From an optimization exercise on the open Yosys and OpenROAD flow, aimed at small area; shortcuts taken in it are not production practice.
At most, simulation tests tie the RTL to the original design; equivalence was not proved.
No activity file was given, so power comes from the tool's default toggle rates.

==> flow/design.v <==
`timescale 1ns/1ps
package icb_pkg;
    localparam int ADDR_W         = 32;
    localparam int BUS_W          = 32;
    localparam int BYTES_PER_BEAT = BUS_W / 8;
    typedef struct packed {
        logic              valid;
        logic [ADDR_W-1:0] addr;
        logic [7:0]        len;
    } icb_cmd_t;
    typedef struct packed {
        logic             valid;
        logic [BUS_W-1:0] rdata;
    } icb_rsp_t;
endpackage
`timescale 1ns/1ps
package ia_pkg;
    localparam int REG_W = 32;
    typedef logic signed [15:0] elem_t;    
    typedef struct packed {
        logic [REG_W-1:0]        k;           
        logic [REG_W-1:0]        n;           
        logic [REG_W-1:0]        m;           
        logic [REG_W-1:0]        base;        
        logic [REG_W-1:0]        stride;      
        logic signed [REG_W-1:0] zp;          
        logic                    use_16bits;  
    } ia_cfg_t;
    typedef struct packed {
        logic [REG_W-1:0] row_tiles;   
        logic [REG_W-1:0] col_tiles;   
        logic [REG_W-1:0] loops;       
        logic [REG_W-1:0] last_rows;   
    } tile_geom_t;
endpackage
`timescale 1ns/1ps
module ia_loader_top (
    input  logic          clk,
    input  logic          rst_n,
    input  logic          init_cfg,
    input  logic [31:0]   cfg_k,
    input  logic [31:0]   cfg_n,
    input  logic [31:0]   cfg_m,
    input  logic [31:0]   cfg_base,
    input  logic [31:0]   cfg_stride,
    input  logic [31:0]   cfg_zp,
    input  logic          cfg_use_16bits,
    input  logic          cmd_ready,
    input  logic          rsp_valid,
    input  logic [31:0]   rsp_rdata,
    input  logic          send_ia_trigger,
    output logic          cmd_valid,
    output logic [31:0]   cmd_addr,
    output logic [7:0]    cmd_len,
    output logic          rsp_ready,
    output logic [255:0]  ia_out,
    output logic          ia_row_valid,
    output logic          ia_is_init_data,
    output logic          ia_calc_done,
    output logic          ia_sending_done,
    output logic          ia_data_valid,
    output logic          busy
);
    logic        start_q;       
    logic        busy_q;        
    logic        cmd_valid_q;
    logic        kick_q;        
    logic        dv_q;          
    logic        send_q;        
    logic        sh_q;          
    logic [2:0]  beat_q;        
    logic [3:0]  rc_q;          
    logic [3:0]  cc_q;          
    logic        use16_q;
    logic [16:0] zp_q;          
    logic [31:0] stride_q;
    logic [7:0]  ctm1_q;        
    logic [7:0]  lm1_q;         
    logic [3:0]  olast_q;       
    logic [7:0]  tc_q;          
    logic [7:0]  lp_q;          
    logic [7:0]  tr_q;          
    logic [31:0] addr_q;        
    function automatic logic [32:0] rca(input logic [31:0] a, input logic [31:0] b,
                                        input logic ci);
        logic c;
        c = ci;
        for (int i = 0; i < 32; i++) begin
            rca[i] = a[i] ^ b[i] ^ c;
            c      = (a[i] & b[i]) | (c & (a[i] ^ b[i]));
        end
        rca[32] = c;
    endfunction
    logic        accept, hs, cmd_hs;
    logic        last_row_t, last_col, last_loop, last_all;
    logic [3:0]  oeff, tm1;
    logic        last_beat, rc_last, cc_last, tile_loaded, rows_done;
    assign accept     = init_cfg && !busy_q && !start_q;
    assign hs         = rsp_valid && busy_q;
    assign cmd_hs     = cmd_valid_q && cmd_ready;
    assign last_row_t = tr_q == 8'd0;
    assign last_col   = tc_q == ctm1_q;
    assign last_loop  = lp_q == 8'd0;
    assign last_all   = last_row_t && last_loop && last_col;
    assign oeff       = last_row_t ? olast_q : 4'd0;
    assign tm1        = ~oeff;                       
    assign last_beat  = beat_q == {use16_q, 2'b11};
    assign rc_last    = rc_q == tm1;
    assign cc_last    = cc_q == tm1;
    assign tile_loaded = hs && last_beat && rc_last;
    assign rows_done  = send_q && rc_last;
    always_ff @(posedge clk or negedge rst_n) begin
        if (!rst_n) begin
            start_q     <= 1'b0;
            busy_q      <= 1'b0;
            cmd_valid_q <= 1'b0;
            kick_q      <= 1'b0;
            dv_q        <= 1'b0;
            send_q      <= 1'b0;
            sh_q        <= 1'b0;
            beat_q      <= '0;
            rc_q        <= '0;
            cc_q        <= '0;
        end else begin
            start_q <= accept;
            kick_q  <= rows_done && !last_all;
            if (start_q)
                busy_q <= 1'b1;
            else if (rows_done && last_all)
                busy_q <= 1'b0;
            if (start_q || kick_q)
                cmd_valid_q <= 1'b1;
            else if (cmd_hs && cc_last)
                cmd_valid_q <= 1'b0;
            if (cmd_hs)
                cc_q <= cc_last ? 4'd0 : 4'(rca(32'(cc_q), 32'd0, 1'b1));
            if (hs)
                beat_q <= last_beat ? 3'd0 : 3'(rca(32'(beat_q), 32'd0, 1'b1));
            if ((hs && last_beat) || send_q)
                rc_q <= rc_last ? 4'd0 : 4'(rca(32'(rc_q), 32'd0, 1'b1));
            if (tile_loaded)
                dv_q <= 1'b1;
            else if (send_ia_trigger)
                dv_q <= 1'b0;
            send_q <= (send_ia_trigger && dv_q) || (send_q && !rc_last);
            sh_q   <= tile_loaded && oeff[0];
        end
    end
    logic        zp_fits;
    logic [16:0] zp_c;
    logic [7:0]  k_t, n_t, m_t;
    logic        back, first_t;
    logic [8:0]  ct_off;
    logic [31:0] stride_x, tile_b;
    logic [27:0] tile_sum;
    logic [20:0] lo_sum;
    logic [11:0] hi_sum0, hi_sum1;
    logic [31:0] addr_next;
    assign zp_fits = cfg_zp[31:16] == {16{cfg_zp[16]}};
    assign zp_c    = zp_fits ? cfg_zp[16:0] : (cfg_zp[31] ? 17'h10000 : 17'h0ffff);
    assign k_t     = 8'(rca(32'(cfg_k[11:4]), 32'hff, |cfg_k[3:0]));
    assign n_t     = 8'(rca(32'(cfg_n[11:4]), 32'hff, |cfg_n[3:0]));
    assign m_t     = 8'(rca(32'(cfg_m[11:4]), 32'hff, |cfg_m[3:0]));
    assign back      = send_q && !(last_col && last_loop);
    assign stride_x  = stride_q ^ {32{back}};
    assign lo_sum    = 21'(rca(32'(addr_q[19:0]), 32'(stride_x[19:0]), back));
    assign hi_sum0   = 12'(rca(32'(addr_q[31:20]), 32'(stride_x[31:20]), 1'b0));
    assign hi_sum1   = 12'(rca(32'(hi_sum0), 32'd0, 1'b1));
    assign addr_next = {lo_sum[20] ? hi_sum1 : hi_sum0, lo_sum[19:0]};
    assign first_t   = tc_q == 8'd0;
    assign ct_off    = use16_q ? {ctm1_q, 1'b0} : {1'b0, ctm1_q};
    assign tile_b    = first_t ? ~(32'(ct_off)) : {30'd0, use16_q, !use16_q};
    assign tile_sum  = 28'(rca(32'(addr_q[31:4]), tile_b, first_t));
    always_ff @(posedge clk) begin
        if (accept) begin
            use16_q  <= cfg_use_16bits;
            zp_q     <= zp_c;
            stride_q <= cfg_stride;
            ctm1_q   <= n_t;
            lm1_q    <= m_t;
            olast_q  <= 4'(rca(32'(~cfg_k[3:0]), 32'd0, 1'b1));
            tc_q     <= 8'd0;
            lp_q     <= m_t;
            tr_q     <= k_t;
        end else if (rows_done) begin
            tc_q <= last_col ? 8'd0 : 8'(rca(32'(tc_q), 32'd0, 1'b1));
            if (last_col) begin
                lp_q <= last_loop ? lm1_q : 8'(rca(32'(lp_q), 32'hff, 1'b0));
                if (last_loop)
                    tr_q <= 8'(rca(32'(tr_q), 32'hff, 1'b0));
            end
        end
    end
    always_ff @(posedge clk) begin
        if (accept)
            addr_q <= cfg_base;
        else if (kick_q)
            addr_q[31:4] <= tile_sum;
        else if (cmd_hs || back)
            addr_q <= addr_next;
    end
    function automatic logic [15:0] sat16(input logic [17:0] s);
        if (s[17:15] == 3'b000 || s[17:15] == 3'b111)
            sat16 = s[15:0];
        else
            sat16 = s[17] ? 16'h8000 : 16'h7fff;
    endfunction
    logic [15:0] v0, v1;
    logic [15:0] s0, s1, s2, s3;
    logic [15:0] wl [4];
    assign v0   = use16_q ? rsp_rdata[15:0]  : {{8{rsp_rdata[7]}},  rsp_rdata[7:0]};
    assign v1   = use16_q ? rsp_rdata[31:16] : {{8{rsp_rdata[15]}}, rsp_rdata[15:8]};
    assign s0   = sat16(18'(rca({{16{v0[15]}}, v0}, {{15{zp_q[16]}}, zp_q}, 1'b0)));
    assign s1   = sat16(18'(rca({{16{v1[15]}}, v1}, {{15{zp_q[16]}}, zp_q}, 1'b0)));
    assign s2   = sat16(18'(rca({{24{rsp_rdata[23]}}, rsp_rdata[23:16]}, {{15{zp_q[16]}}, zp_q}, 1'b0)));
    assign s3   = sat16(18'(rca({{24{rsp_rdata[31]}}, rsp_rdata[31:24]}, {{15{zp_q[16]}}, zp_q}, 1'b0)));
    assign wl[0] = s0;
    assign wl[1] = s1;
    assign wl[2] = use16_q ? s0 : s2;
    assign wl[3] = use16_q ? s1 : s3;
    logic [15:0][255:0] st_q;
    logic [15:0]        col_en;
    logic               ent7;          
    assign ent7 = oeff[3];
    genvar c, r;
    generate
        for (c = 0; c < 16; c++) begin : g_col
            assign col_en[c] = send_q || sh_q ||
                               (hs && (use16_q ? beat_q == 3'(c >> 1)
                                               : beat_q[1:0] == 2'(c >> 2)));
            for (r = 0; r < 16; r++) begin : g_row
                always_ff @(posedge clk) begin
                    if (col_en[c]) begin
                        if (r == 15)
                            st_q[r][16*c +: 16] <= wl[c % 4];
                        else if (r == 7)
                            st_q[r][16*c +: 16] <= ent7 ? wl[c % 4] : st_q[r+1][16*c +: 16];
                        else
                            st_q[r][16*c +: 16] <= st_q[r+1][16*c +: 16];
                    end
                end
            end
        end
    endgenerate
    always_comb begin
        case (oeff[2:1])
            2'd0:    ia_out = st_q[0];
            2'd1:    ia_out = st_q[2];
            2'd2:    ia_out = st_q[4];
            default: ia_out = st_q[6];
        endcase
    end
    assign cmd_valid       = cmd_valid_q;
    assign cmd_addr        = addr_q;
    assign cmd_len         = {5'd0, use16_q, 2'b11};
    assign rsp_ready       = busy_q;
    assign ia_row_valid    = send_q;
    assign ia_is_init_data = send_q && first_t;
    assign ia_calc_done    = send_q && last_col;
    assign ia_sending_done = rows_done;
    assign ia_data_valid   = dv_q;
    assign busy            = busy_q;
endmodule
make LEC_CHECK=0 ABC_AREA=1 CAP_MARGIN=20 CORE_MARGIN=2 CORE_UTILIZATION=70 CTS_BUF_LIST=sky130_fd_sc_hd__clkbuf_8 CTS_CLUSTER_DIAMETER=50 CTS_CLUSTER_SIZE=16 PLACE_DENSITY=0.78 SLEW_MARGIN=20 finish   # period 12.0 ns
run.sh (not shown) runs the stock make flow with config.mk's settings and CLKGATE_MAP_FILE= SYNTH_SCRIPT=/design/flow/synth_recipe.tcl, a recipe that flattens the netlist after the stock synthesis.
Next try:
--- a/flow/design.v
+++ b/flow/design.v
@@ -209,12 +209,12 @@
     logic [15:0] s0, s1, s2, s3;
     logic [15:0] wl [4];
     assign v0   = use16_q ? rsp_rdata[15:0]  : {{8{rsp_rdata[7]}},  rsp_rdata[7:0]};
     assign v1   = use16_q ? rsp_rdata[31:16] : {{8{rsp_rdata[15]}}, rsp_rdata[15:8]};
-    assign s0   = sat16(18'(rca({{16{v0[15]}}, v0}, {{15{zp_q[16]}}, zp_q}, 1'b0)));
-    assign s1   = sat16(18'(rca({{16{v1[15]}}, v1}, {{15{zp_q[16]}}, zp_q}, 1'b0)));
-    assign s2   = sat16(18'(rca({{24{rsp_rdata[23]}}, rsp_rdata[23:16]}, {{15{zp_q[16]}}, zp_q}, 1'b0)));
-    assign s3   = sat16(18'(rca({{24{rsp_rdata[31]}}, rsp_rdata[31:24]}, {{15{zp_q[16]}}, zp_q}, 1'b0)));
+    assign s0   = sat16(18'(rca(32'($signed(v0)), 32'($signed(zp_q)), 1'b0)));
+    assign s1   = sat16(18'(rca(32'($signed(v1)), 32'($signed(zp_q)), 1'b0)));
+    assign s2   = sat16(18'(rca(32'($signed(rsp_rdata[23:16])), 32'($signed(zp_q)), 1'b0)));
+    assign s3   = sat16(18'(rca(32'($signed(rsp_rdata[31:24])), 32'($signed(zp_q)), 1'b0)));
     assign wl[0] = s0;
     assign wl[1] = s1;
     assign wl[2] = use16_q ? s0 : s2;
     assign wl[3] = use16_q ? s1 : s3;
Effect:
- first-iteration DRC count stays the same
- sequential share of layout area stays the same
- setup slack is unchanged
- power is unchanged
- clock-buffer cell count stays the same
- final area does not change
- sequential power is about the same
- cell count does not change
- utilization does not change
- maximum frequency is unchanged
- clock skew does not change
- via count stays the same
The RTL of the second run of this note was laid out without a check of its function.

what the ideal ports hide:
The results above use ideal ports. As a check the final layouts listed here were re-extracted and re-timed, cells and wires unchanged. Step 1: set_driving_cell puts a clkbuf_16 on clk and a buf_2 on each other input, an assumption about the parent block. Step 2, shift: input delay + t, output delay - t, t = (earliest + latest rising clock arrival at the registers) / 2. This alone moves slack from input paths to output paths. Slacks: no drivers / after step 1 / after step 2; pairs: no drivers / after step 1.
run | t, ns | slack for setup (ns) | cell pins on the clock port's net
the first run | 1.115 | 0.396 / 0.396 / 0.396 | 1
the second run | 1.115 | 0.396 / 0.396 / 0.396 | 1
After both steps every run listed still meets setup and hold.
